This is an optimization exercise on Yosys and OpenROAD, whose aim is small area, a short achievable clock period and few clock cycles per item, not a production implementation.
For this run, only the layout was checked, not whether the RTL still works.
No activity file was given, so power comes from the tool's default toggle rates.

==> flow/design.v <==
module legv8_cpu (
  input  logic        CLOCK,
  input  logic        reset,
  input  logic [31:0] instruction,
  input  logic [63:0] mem_read_data,
  output logic [63:0] pc,
  output logic [63:0] mem_address,
  output logic [63:0] mem_write_data,
  output logic        mem_read,
  output logic        mem_write
);
  logic [61:0] pc_q;
  logic        stall;
  always_ff @(posedge CLOCK) begin
    if (reset)       pc_q <= '0;
    else if (!stall) pc_q <= pc_q + 62'd1;
  end
  assign pc = {pc_q, 2'b00};
  logic [31:0] ir;
  logic        ir_v;
  always_ff @(posedge CLOCK) begin
    if (reset)       ir_v <= 1'b0;
    else if (!stall) ir_v <= 1'b1;
    if (!stall)      ir   <= instruction;
  end
  logic [4:0] rd, rn, rm, rb;
  logic       is_addi, is_add, is_sub, is_and, is_orr, is_ldur, is_stur;
  logic       d_rtype, d_writes, d_imm;
  assign rd = ir[4:0];
  assign rn = ir[9:5];
  assign rm = ir[20:16];
  assign rb = ir[28] ? rd : rm;    
  assign is_addi = ir_v && ir[31:22] == 10'b1001000100;
  assign is_add  = ir_v && !is_addi && ir[31:21] == 11'b10001011000;
  assign is_sub  = ir_v && ir[31:21] == 11'b11001011000;
  assign is_and  = ir_v && ir[31:21] == 11'b10001010000;
  assign is_orr  = ir_v && ir[31:21] == 11'b10101010000;
  assign is_ldur = ir_v && ir[31:21] == 11'b11111000010;
  assign is_stur = ir_v && ir[31:21] == 11'b11111000000;
  assign d_rtype  = is_add || is_sub || is_and || is_orr;
  assign d_imm    = is_addi || is_ldur || is_stur;
  assign d_writes = (d_rtype || is_addi || is_ldur) && rd != 5'd31;
  logic [63:0] ex_a, ex_b;
  logic [12:0] ex_imm;             
  logic [4:0]  ex_rd;
  logic        ex_writes, ex_load, ex_store;
  logic        ex_sub, ex_and, ex_orr;
  logic        ex_fa, ex_fb, ex_fbl;
  logic        ex_bsel_f, ex_bsel_r, ex_bsel_i;   
  logic [4:0]  m_rd;
  logic        m_writes;
  logic [63:0] m_value;
  assign m_value = mem_read ? mem_read_data : mem_address;
  assign stall = ex_load && ex_writes &&
                 (((d_rtype || d_imm) && ex_rd == rn) || (d_rtype && ex_rd == rm));
  logic [63:0] regs [0:30];
  logic        reset_q;
  always_ff @(posedge CLOCK) reset_q <= reset;
  logic [63:0] wd_lo, wd_hi;       
  assign wd_lo = reset_q ? 64'd0 : m_value;
  assign wd_hi = reset_q ? {59'd0, 5'h1f} : m_value;
  for (genvar i = 0; i < 31; i++) begin : g_reg
    logic        en;
    logic [63:0] d;
    assign en = reset_q || (m_writes && m_rd == i);
    for (genvar b = 0; b < 64; b++) begin : g_bit
      if (b < 5 && ((i >> b) & 1)) assign d[b] = wd_hi[b];
      else                         assign d[b] = wd_lo[b];
    end
    always_ff @(posedge CLOCK) begin
      if (en) regs[i] <= d;
    end
  end
  logic [63:0] ra_data, rb_data;
  always_comb begin
    ra_data = '0;
    rb_data = '0;
    for (int i = 0; i < 31; i++) begin
      ra_data = ra_data | (regs[i] & {64{rn == i}});
      rb_data = rb_data | (regs[i] & {64{rb == i}});
    end
    if (m_writes && m_rd == rn) ra_data = m_value;
    if (m_writes && m_rd == rb) rb_data = m_value;
  end
  always_ff @(posedge CLOCK) begin
    if (reset || stall) begin
      ex_writes <= 1'b0;
      ex_load   <= 1'b0;
      ex_store  <= 1'b0;
    end else begin
      ex_writes <= d_writes;
      ex_load   <= is_ldur;
      ex_store  <= is_stur;
    end
    ex_a       <= ra_data;
    ex_b       <= is_sub ? ~rb_data : rb_data;    
    ex_imm     <= is_addi ? {1'b0, ir[21:10]} : {{4{ir[20]}}, ir[20:12]};
    ex_rd      <= rd;
    ex_sub     <= is_sub;
    ex_and     <= is_and;
    ex_orr     <= is_orr;
    ex_fa      <= ex_writes && !ex_load && ex_rd == rn;
    ex_fb      <= ex_writes && !ex_load && ex_rd == rb;
    ex_bsel_f  <= !d_imm &&  (ex_writes && !ex_load && ex_rd == rb);
    ex_bsel_r  <= !d_imm && !(ex_writes && !ex_load && ex_rd == rb);
    ex_bsel_i  <= d_imm;
    ex_fbl     <= ex_writes &&  ex_load && ex_rd == rb;
  end
  logic [63:0] op_a, op_b, alu_b, sum, alu_res;
  logic [64:0] sum_x;
  assign op_a  = ex_fa ? mem_address : ex_a;
  assign op_b  = ex_fb ? mem_address : ex_b;    
  assign alu_b = ({64{ex_bsel_f}} & (mem_address ^ {64{ex_sub}})) |
                 ({64{ex_bsel_r}} & ex_b) |
                 ({64{ex_bsel_i}} & {{51{ex_imm[12]}}, ex_imm});
  assign sum_x = {op_a, 1'b1} + {alu_b, ex_sub};
  assign sum   = sum_x[64:1];
  always_comb begin
    if (ex_and)      alu_res = op_a & alu_b;
    else if (ex_orr) alu_res = op_a | alu_b;
    else             alu_res = sum;
  end
  always_ff @(posedge CLOCK) begin
    if (reset) begin
      mem_read  <= 1'b0;
      mem_write <= 1'b0;
      m_writes  <= 1'b0;
    end else begin
      mem_read  <= ex_load;
      mem_write <= ex_store;
      m_writes  <= ex_writes;
    end
    mem_address    <= alu_res;
    mem_write_data <= ex_fbl ? mem_read_data : op_b;
    m_rd           <= ex_rd;
  end
endmodule
==> flow/run.sh <==
#!/bin/bash
# synth_recipe.tcl (not shown) runs the flow's synth.tcl, then flattens the netlist and writes it again
# the make line also repeats each setting of config.mk as NAME=value (left out here)
make -C /OpenROAD-flow-scripts/flow DESIGN_CONFIG=/design/flow/config.mk WORK_HOME=/design/flow/orfs CLKGATE_MAP_FILE= SYNTH_SCRIPT=/design/flow/synth_recipe.tcl finish
==> flow/config.mk <==
export PLATFORM = sky130hd
export DESIGN_NAME = legv8_cpu
export DESIGN_NICKNAME = legv8_cpu
export VERILOG_FILES = /design/flow/design.v
export SDC_FILE = /design/flow/constraint.sdc
export NUM_CORES = 4
export LEC_CHECK = 0
export ABC_CLOCK_PERIOD_IN_PS = 3000
export CAP_MARGIN = 20
export CORE_MARGIN = 2
export CORE_UTILIZATION = 30
export PLACE_DENSITY = 0.35
export SETUP_SLACK_MARGIN = 4.0
export SLEW_MARGIN = 20
==> flow/constraint.sdc <==
create_clock -name core_clock -period 7.5 [get_ports {CLOCK}]
set_input_delay 1.5000 -clock core_clock [delete_from_list [all_inputs] [get_ports {CLOCK}]]
set_output_delay 1.5000 -clock core_clock [all_outputs]
set_load 0.01 [all_outputs]
==> run_summary.xml <==
<?xml version="1.0" encoding="UTF-8"?>
<metrics>
  <group name="timing">
    <metric name="drv_slew" unit="">0</metric>
    <metric name="setup_violations" unit="">0</metric>
    <metric name="tightest_slew" unit="ps">1285</metric>
    <metric name="setup-tns-final" unit="ps">0</metric>
    <metric name="fin_crit_sh" unit="%">52.64</metric>
    <metric name="timing.final.hold_violations" unit="">0</metric>
    <metric name="crit_path_time_final" unit="ps">3948</metric>
    <metric name="skew" unit="ps">39.48</metric>
    <metric name="rsz0062_at_grt" unit="">true</metric>
    <metric name="worst_hold_slack" unit="ps">439.0</metric>
    <metric name="worst_max_slew_margin_expressed_relative_to_the_limit" unit="%">13.67</metric>
    <metric name="fmax" unit="MHz">253.3</metric>
  </group>
  <group name="floorplanning">
    <metric name="die_x" unit="um">591.0</metric>
    <metric name="num_io_pins" unit="">292</metric>
    <metric name="die_area" unit="um2">349300</metric>
    <metric name="die-height" unit="um">591.0</metric>
    <metric name="initial_cell_density_of_the_core" unit="%">30.14</metric>
    <metric name="num_rows" unit="">215</metric>
    <metric name="design.core.area" unit="um2">343000</metric>
  </group>
  <group name="cts">
    <metric name="clock_latency" unit="ps">950</metric>
    <metric name="tritoncts" unit="">built</metric>
    <metric name="ctsLongestPathBuffers" unit="">4</metric>
    <metric name="ctsHtreeMaxLevel" unit="">5</metric>
    <metric name="clk_transition_reported_paths" unit="ps">60</metric>
    <metric name="cts_made_buffers" unit="">288</metric>
    <metric name="cts_root_buf" unit="">clkbuf_16</metric>
    <metric name="clock_sink_count" unit="">2374</metric>
  </group>
  <group name="power_and_ir_drop">
    <metric name="power.static_leakage" unit="nW">46.16</metric>
    <metric name="worst_ir_drop_vdd" unit="mV">0.1892</metric>
    <metric name="powerDensity" unit="nW/um2">328.0</metric>
    <metric name="total_power" unit="mW">43.16</metric>
  </group>
  <group name="route">
    <metric name="detail_route.vias_per_cell" unit="">6.800</metric>
    <metric name="first_pass_iters" unit="">10</metric>
    <metric name="topRoutingLayerUsed" unit="">met5</metric>
    <metric name="post_drt_wl_per_cell" unit="um">50.50</metric>
    <metric name="drt-initial-drc-count" unit="">16690</metric>
    <metric name="detail_route_met2_wl" unit="mm">277.1</metric>
    <metric name="dr_wl_met3" unit="mm">83.76</metric>
    <metric name="post-route-drc-count" unit="">0</metric>
    <metric name="route.layer.met1.wl" unit="mm">261.6</metric>
    <metric name="wirelength" unit="mm">662.5</metric>
    <metric name="antenna_violating_nets_post_route" unit="">0</metric>
    <metric name="vias" unit="">89210</metric>
  </group>
  <group name="setup_path">
    <metric name="timing.reg2reg.setup_slack" unit="ps">3550</metric>
    <metric name="worst_r2r_path_depth" unit="">17</metric>
    <metric name="crit_end" unit="">mem_address[54]</metric>
    <metric name="critPathLaunchType" unit="">flip-flop</metric>
    <metric name="crit-reg2reg-capture" unit="">mem_address[54]</metric>
    <metric name="worst_setup_path_startpoint" unit="">ex_sub</metric>
    <metric name="worst_r2r_startpoint" unit="">ex_sub</metric>
    <metric name="path_class" unit="">flip-flop to flip-flop</metric>
    <metric name="cp-end-kind" unit="">flip-flop</metric>
    <metric name="cp.arrival" unit="ps">4770</metric>
    <metric name="worst_ep_required_time" unit="ps">8320</metric>
    <metric name="timing.critical_path.fanout_max" unit="">7</metric>
  </group>
  <group name="synth">
    <metric name="synth-seq-cells" unit="">2374</metric>
    <metric name="synthFlopType" unit="">edfxtp_1</metric>
    <metric name="postSynth.asyncResetShare" unit="%">0</metric>
    <metric name="synth_sequential_area_ratio" unit="%">65.50</metric>
    <metric name="synth_top_area_share" unit="%">58.56</metric>
    <metric name="yosys-top-cells-area" unit="">edfxtp_1 59%, dfxtp_1 6.9%, a221oi_1 5.0%</metric>
    <metric name="number_of_synthesis_warnings" unit="">2</metric>
    <metric name="synth-edff-count" unit="">2016</metric>
    <metric name="synthDominantAreaCellType" unit="">edfxtp_1</metric>
    <metric name="synth.most_common_cell" unit="">edfxtp_1</metric>
    <metric name="netlist-cell-type-count" unit="">81</metric>
    <metric name="synthTopCellsByCount" unit="">2016 x edfxtp_1, 621 x a22oi_1, 595 x a221oi_1, 594 x a22o_1, 472 x clkbuf_1</metric>
    <metric name="syn_inst" unit="">7528</metric>
    <metric name="mappedNetlistArea" unit="um2">103400</metric>
    <metric name="synthesis.area_per_instance" unit="um2">13.73</metric>
  </group>
  <group name="global_route">
    <metric name="globalRoute.totalOverflow" unit="">0</metric>
    <metric name="globalRouteTotalUtil" unit="%">36.07</metric>
    <metric name="grt_start_max_net_pins" unit="">72</metric>
    <metric name="grt_first_pass_wirelength" unit="mm">840.2</metric>
    <metric name="number_of_global_route_vias_before_repair" unit="">83380</metric>
    <metric name="number_of_antenna_violations_at_the_first_check_in_global_routing" unit="">45</metric>
  </group>
  <group name="placement">
    <metric name="post-dp-hpwl" unit="mm">354.7</metric>
    <metric name="buffer_ports.inserted" unit="">289</metric>
    <metric name="place_area" unit="um2">114700</metric>
    <metric name="gp_congestion" unit="">0.9077</metric>
    <metric name="dpl.cell_count" unit="">12190</metric>
  </group>
  <group name="final_layout">
    <metric name="syn2layout_area_growth" unit="%">27.31</metric>
    <metric name="finalNonFillerCells" unit="">13120</metric>
    <metric name="final_layout_size_suffix_gt1_share" unit="%">21.14</metric>
    <metric name="nets" unit="">8547</metric>
    <metric name="design_area" unit="um2">131600</metric>
  </group>
  <group name="outcome">
    <metric name="outcome" unit="">timing/DRC/antenna clean</metric>
  </group>
  <group name="job">
    <metric name="max_capacitance_violation_count" unit="">0</metric>
  </group>
  <group name="hold_path">
    <metric name="hold_path.class" unit="">flip-flop to flip-flop</metric>
  </group>
</metrics>
## logic make-up (layout without fill, tap and decap cells)
| kind of cell | count (synthesis) | after routing | synth area share [%] |
|---|---|---|---|
| muxes | 271 | 271 | 2.683 |
| xor gates and xnor gates | 253 | 253 | 2.144 |
| other | 1 | 22 | 0.003628 |
| buffers and inverters | 735 | 1745 | 2.699 |
| AOI/OAI and AO/OA | 2518 | 2520 | 19.34 |
| adders and majority gates | 130 | 130 | 1.581 |
| DFF | 2374 | 2374 | 65.50 |
| and+or+nand+nor | 1246 | 1247 | 6.047 |
## state kept, by name, indices dropped and copies added (netlist names), 5 cells and up
signal and cells:
mem_address 64, ex_imm 13, ir 32, mem_write_data 64
pc_q 62, ex_rd 5, regs 1984, ex_b 64
ex_a 64, m_rd 5
## how the worst min path moves through the flow
stage	startpoint	to	slack, ps	cells past startpoint
detailed placement	ex_rd[1]	m_rd[1]	430	0
global route	ex_rd[0]	m_rd[0]	460	0
CTS	ex_rd[1]	m_rd[1]	450	0
finish	ex_rd[0]	m_rd[0]	440	0
global placement	ex_rd[1]	m_rd[1]	430	0
floorplan	ir[1]	ex_rd[1]	350	0
## cell usage in the layout (no fill, tap or decap), drive strengths merged, types with 27 or more instances in the layout
cell type / Yosys / layout
edfxtp: 2016 / 2016
buf: 95 / 753
a22oi: 621 / 621
a221oi: 595 / 595
a22o: 594 / 594
clkbuf: 472 / 382
dfxtp: 358 / 358
nand4: 297 / 297
nor2: 270 / 270
clkdlybuf4s50: 0 / 257
a21oi: 252 / 252
mux2i: 222 / 222
nand2: 210 / 210
xor2: 198 / 198
nand3: 181 / 182
inv: 168 / 179
nor3: 162 / 162
a222oi: 140 / 140
o21ai: 136 / 136
ha: 129 / 129
clkinv: 0 / 100
a221o: 56 / 56
xnor2: 55 / 55
mux2: 49 / 49
dlygate4sd2: 0 / 30
a21o: 27 / 29
bufinv: 0 / 27
## stage by stage
stage	worst slack (ps)	utilization (%)
floorplan	2860	-
CTS	3481	37.49
detailed placement	2048	33.45
global route	3375	38.36
finish	3552	38.37
global placement	1975	33.41
## routing by layer
| layer | vias to the layer above | global-route usage, % |
|---|---|---|
| met5 | - | 0 |
| met1 | 46470 | 48.08 |
| li1 | 32930 | - |
| met4 | 26 | 17.25 |
| met2 | 7944 | 52.93 |
| met3 | 1846 | 11.47 |
## critical path: stages (launching register included)
cell	delay (ps)
dfxtp_4	390
buf_12	150
buf_12	130
buf_16	150
xor2_1	140
a221o_1	380
ha_4	260
a211o_4	360
a2111oi_4	410
nor3_2	70
a211o_1	270
nor3_4	210
buf_12	140
o21ai_4	70
a21oi_2	180
xor2_1	160
mux2i_1	80
mux2_2	270
## area by class of cell
| type | instances | area [um2] |
|---|---|---|
| fillers | 32240 | 211400 |
| inverters | 168 | 630.6 |
| multi-input cells | 4423 | 36780 |
| repair buffers | 1064 | 11400 |
| clock inverters | 144 | 1464 |
| clock buffers | 369 | 7752 |
| well taps | 4557 | 5702 |
| flip-flops and latches | 2374 | 67820 |
| diodes | 20 | 50.05 |
## what timing repair did
action | in CTS | in global routing
gates resized for setup | 460 | 295
hold buffers | 0 | 0
cloned | 20 | 16
setup buffers | 230 | 127
endpoints found under the setup margin | 821 | 586
pin swaps | 118 | 143
## power breakdown
part | total, mW | leakage (nW) | switching [mW] | internal (mW)
clock | 14.2 | 4.51 | 6.01 | 8.23
combinational | 9.23 | 18.2 | 6.07 | 3.16
sequential | 19.7 | 23.5 | 1.93 | 17.8
total | 43.2 | 46.2 | 14.0 | 29.2

afterwards: timing with drivers on the ports:
No port has a modelled driver above. Below, the same layout with a new extraction and two added sets of constraints. Step 1 (the two cells are an assumption about what drives the block):
set clk [get_ports {CLOCK}]
set_driving_cell -lib_cell sky130_fd_sc_hd__clkbuf_16 $clk
set_driving_cell -lib_cell sky130_fd_sc_hd__buf_2 [delete_from_list [all_inputs] $clk]
Step 2, shift: input delay + t, output delay - t, t = (earliest + latest rising clock arrival at the registers) / 2. This alone moves slack from input paths to output paths. Three values: no drivers, after step 1, after step 2; two values: the first two.
t, ns: 1.032
setup WS [ns]: 3.552 / 3.552 / 3.471
hold slack, ns: 0.439 / 0.439 / 0.439
worst setup path after step 2: input to register
worst data-port slew with drivers (ns): 0.08
After both steps this run still meets setup and hold. The setup slack of this run moves by 0.000 ns with the drivers and by -0.081 ns with both steps.
